Background: an optimization exercise with open tools, aiming at small area, a short achievable clock period and few clock cycles. Do not read the settings as production practice.
At most, simulation tests tie the RTL to the original design; equivalence was not proved.
Power and IR drop assume default switching activity.

==> flow/design.v (excerpt) <==
module motion_command_text_parser_top
(
    input  logic          clk,
    input  logic          rst_n,
    input  logic          cmd_valid,
    output logic          cmd_ready,
    input  logic [7:0]    cmd_ch,
    output logic          rec_valid,
    input  logic          rec_ready,
    output logic [2:0]    rec_record_index,
    output logic [31:0]   rec_joint_angle,
    output logic [31:0]   rec_start_reload,
    output logic [31:0]   rec_target_reload,
    output logic [31:0]   rec_duration_ms,
    output logic          rec_accepted,
    output logic          rec_last_record
);
    logic        busy;
    logic        in_v;
    logic [7:0]  in_ch;
    logic        push;
    logic [1:0]  push_lane;
    logic        push_bank;
    logic [31:0] value;
    logic        term;
    logic        term_acc;
    logic        term_bank;
    assign cmd_ready = !busy || (cmd_ch != 8'h00);
    always_ff @(posedge clk or negedge rst_n)
    begin
        if (!rst_n)
            in_v <= 1'b0;
        else
            in_v <= cmd_valid && cmd_ready;
    end
    always_ff @(posedge clk)
  ...
For scale: ~2000 cells after synthesis, roughly 0.043 mm2 of cells after synthesis.
clock: 18.0 ns
lec_check: 0
cap_margin: 20
core_margin: 2
core_utilization: 40
slew_margin: 20
run.sh (not shown) runs the stock make flow with config.mk's settings and CLKGATE_MAP_FILE= SYNTH_SCRIPT=/design/flow/synth_recipe.tcl, a recipe that flattens the netlist after the stock synthesis.
The baseline finished clean.
Testbench counts at the start, summed over its fixed seeds: cycles 74,613.
==> next run, changes <==
==> flow/flow/run.sh (new file) <==
#!/bin/bash
# Own layout flow: the standard ORFS flow (standard.sh, unchanged synthesis),
# with the port buffers made from a plain buffer cell instead of the one
# buffer_ports picks by default. Every input and output port still gets a buffer.
set -euo pipefail
export BUFFER_PORTS_ARGS="-buffer_cell sky130_fd_sc_hd__buf_2"
bash standard.sh > standard.log 2>&1
==> flow/standard.sh (new file) <==
#!/bin/bash
# synth_recipe.tcl (not shown) runs the flow's synth.tcl, then flattens the netlist and writes it again
# the make line also repeats each setting of config.mk as NAME=value (left out here)
make -C /OpenROAD-flow-scripts/flow DESIGN_CONFIG=/design/flow/config.mk WORK_HOME=/design/flow/orfs CLKGATE_MAP_FILE= SYNTH_SCRIPT=/design/flow/synth_recipe.tcl "${@:-finish}"
Settings changed: CORE_UTILIZATION 40 to 70, CTS_BUF_LIST set to sky130_fd_sc_hd__clkbuf_8, CTS_CLUSTER_DIAMETER set to 60, CTS_CLUSTER_SIZE set to 20.
removed: flow/run.sh
Effect: The new run went through all stages and came out clean. Via count decreases by about 3%. Power decreases by 20%. Maximum frequency rises by about 9%. Global-route usage grows by 7.9 points. Setup slack improves by 0.70 ns.
==> next run, changes <==
==> flow/run.sh (new file) <==
#!/bin/bash
# synth_recipe.tcl (not shown) runs the flow's synth.tcl, then flattens the netlist and writes it again
# the make line also repeats each setting of config.mk as NAME=value (left out here)
make -C /OpenROAD-flow-scripts/flow DESIGN_CONFIG=/design/flow/config.mk WORK_HOME=/design/flow/orfs CLKGATE_MAP_FILE= SYNTH_SCRIPT=/design/flow/synth_recipe.tcl finish
Settings changed: CTS_CLUSTER_DIAMETER 60 to not set, CTS_CLUSTER_SIZE 20 to not set.
removed: flow/flow/run.sh
removed: flow/standard.sh
The new run completed without violations. Final cell count climbs by a little under a tenth. Synthesized cell count does not change. Die area does not change. Clock skew climbs by 0.019 ns. First-iteration DRC count climbs by a little under a tenth. Setup slack gets worse by 0.71 ns. Global-route usage climbs by 0.89 points. Synthesized area stays the same. Final area climbs by a few percent. Clock power climbs by well over a third. Total power climbs by about a fifth.

## north
motion_command_text_parser_top again, from the RTL that the note above started with.
Settings: LEC_CHECK=0, CAP_MARGIN=20, CORE_MARGIN=2, CORE_UTILIZATION=70, CTS_BUF_LIST=sky130_fd_sc_hd__clkbuf_8, CTS_CLUSTER_DIAMETER=60, CTS_CLUSTER_SIZE=20, SLEW_MARGIN=20; clock period 18.0 ns.
Stock flow here: none of the scripts above is used.
north: no failed stages, no open violations at the end
Testbench counts of north, summed over its fixed seeds: cycles 74,613.
Inputs modified between north and south:
--- a/flow/config.mk
+++ b/flow/config.mk
@@ -9,6 +9,4 @@
 export CORE_MARGIN = 2
 export CORE_UTILIZATION = 70
-export CTS_BUF_LIST = sky130_fd_sc_hd__clkbuf_8
-export CTS_CLUSTER_DIAMETER = 60
-export CTS_CLUSTER_SIZE = 20
+export CTS_BUF_LIST = sky130_fd_sc_hd__clkbuf_4
 export SLEW_MARGIN = 20
==> comparison <==
- For number of cells in the finished layout apart from fillers, dividing the value from north by the value from south gives 0.883.
- From north to south, total number of sequential cells did not move at all.
- Post-layout net count, south and north, higher one = south.
- south ends up with higher number of levels in the clock H-tree than north does.
- Looking at sequential share of layout area, south sits 3.8 points lower than north does.
- Via count ended up 1555 higher on south than on north.
Edits applied to the flow inputs when going from south to east:
--- a/flow/config.mk
+++ b/flow/config.mk
@@ -9,4 +9,6 @@
 export CORE_MARGIN = 2
 export CORE_UTILIZATION = 70
-export CTS_BUF_LIST = sky130_fd_sc_hd__clkbuf_4
+export CTS_BUF_LIST = sky130_fd_sc_hd__clkbuf_16
+export CTS_CLUSTER_DIAMETER = 100
+export CTS_CLUSTER_SIZE = 30
 export SLEW_MARGIN = 20
[summary]
Combinational share of power, east and south: larger value in east. Comparing number of antenna violations at the first check in global routing for east and south, the bigger number came from south. STATUS wire length: east wins against south. Relative to south, detailed-route wire length per cell has gone up in east. Fraction of standard cell area in multi-input logic sits higher in east than in south. From east to south, weighted congestion at the end of routability-driven global placement did not move at all. Compared with south, east ends up with less cell area. Final non-filler cell total (east vs. south) decreases by more than 10%. Switching power of the nets down about 20% in east wrt south. Lower share of the core filled with cells in the final layout among east and south: east. Comparing east with south, the fraction of the cycle the final worst path needs came out essentially unchanged.

Another version of the RTL of motion_command_text_parser_top (not shown whole).
Size: ~1200 flip-flops, ~150 I/O pins, ~0.043 mm^2 of cells after synthesis.
export LEC_CHECK = 0
export CAP_MARGIN = 20
export CORE_MARGIN = 2
export CORE_UTILIZATION = 70
export SLEW_MARGIN = 20
create_clock -name core_clock -period 18.0 [get_ports {clk}]
standard.sh (not shown) runs the stock make flow with config.mk's settings and CLKGATE_MAP_FILE= SYNTH_SCRIPT=/design/flow/synth_recipe.tcl, a recipe that flattens the netlist after the stock synthesis.
==> flow/flow/run.sh <==
#!/bin/bash
# Own layout flow: the standard ORFS flow (standard.sh, with the standard
# synthesis unchanged) plus:
#  - port buffers made from a plain buffer cell (every port still gets one);
#  - cr.tcl after floorplan: a fast two-level copy of the cmd_ready logic drives
#    the cmd_ready port (the synthesized logic keeps driving the internal loads);
#  - repair_timing asked for extra setup margin;
#  - CTS without dummy loads.
set -euo pipefail
W=$(pwd)
export BUFFER_PORTS_ARGS="-buffer_cell sky130_fd_sc_hd__buf_1"
export SETUP_SLACK_MARGIN=10.4
export POST_FLOORPLAN_TCL="$W/flow/cr.tcl"
export CTS_ARGS="-sink_clustering_enable -repair_clock_nets -buf_list sky130_fd_sc_hd__clkbuf_16 -sink_clustering_size 24 -sink_clustering_max_diameter 60 -dont_use_dummy_load"
bash standard.sh > standard.log 2>&1
Other scripts of this flow, unchanged in this note and not shown: flow/flow/cr.tcl
Edit:
--- a/flow/flow/run.sh
+++ b/flow/flow/run.sh
@@ -14 +14 @@
-export CTS_ARGS="-sink_clustering_enable -repair_clock_nets -buf_list sky130_fd_sc_hd__clkbuf_16 -sink_clustering_size 24 -sink_clustering_max_diameter 60 -dont_use_dummy_load"
+export CTS_ARGS="-sink_clustering_enable -repair_clock_nets -buf_list sky130_fd_sc_hd__clkbuf_4 -sink_clustering_size 10 -sink_clustering_max_diameter 40 -dont_use_dummy_load"
--- a/flow/config.mk
+++ b/flow/config.mk
@@ -10 +10 @@
-export CORE_UTILIZATION = 70
+export CORE_UTILIZATION = 85
What happened: Now the flow died in 3_5_place_dp with DPL-0033. Area after synthesis does not change. Synthesized cell count is unchanged.
No run of this note included a check of the RTL's function; only the layout flow was run.

## separate check: timing with driven ports
No port has a modelled driver above. Below, the same layouts with a new extraction and two added sets of constraints.
Step 1 assumes that a clkbuf_16 drives the clock port and a buf_2 every other input.
Step 2 also shifts input and output timing later by t, the mid clock arrival at the registers, as if the neighbouring blocks saw the same clock.
Three values: ideal ports, drivers, drivers and shift; two values: the first two.
| run | shift t [ns] | slack for setup (ns) | clock arrival spread, ns |
|---|---|---|---|
| the first run of note 1 | 0.736 | 9.336 / 9.316 / 9.316 | 0.029 / 0.029 |
| the second run of note 1 | 0.740 | 10.032 / 10.008 / 10.008 | 0.036 / 0.036 |
| the third run of note 1 | 0.855 | 9.320 / 9.294 / 9.294 | 0.050 / 0.049 |
| north | 0.723 | 9.330 / 9.305 / 9.305 | 0.023 / 0.024 |
| south | 1.089 | 9.333 / 9.307 / 9.307 | 0.112 / 0.112 |
| east | 0.675 | 9.329 / 9.302 / 9.302 | 0.050 / 0.049 |
| the first run of note 3 | 0.650 | 10.282 / 10.238 / 10.238 | 0.079 / 0.079 |
After both steps every run listed still meets setup and hold. The setup slack of the first run of note 3, which loses most, moves by -0.044 ns with the drivers and by -0.044 ns with both steps.
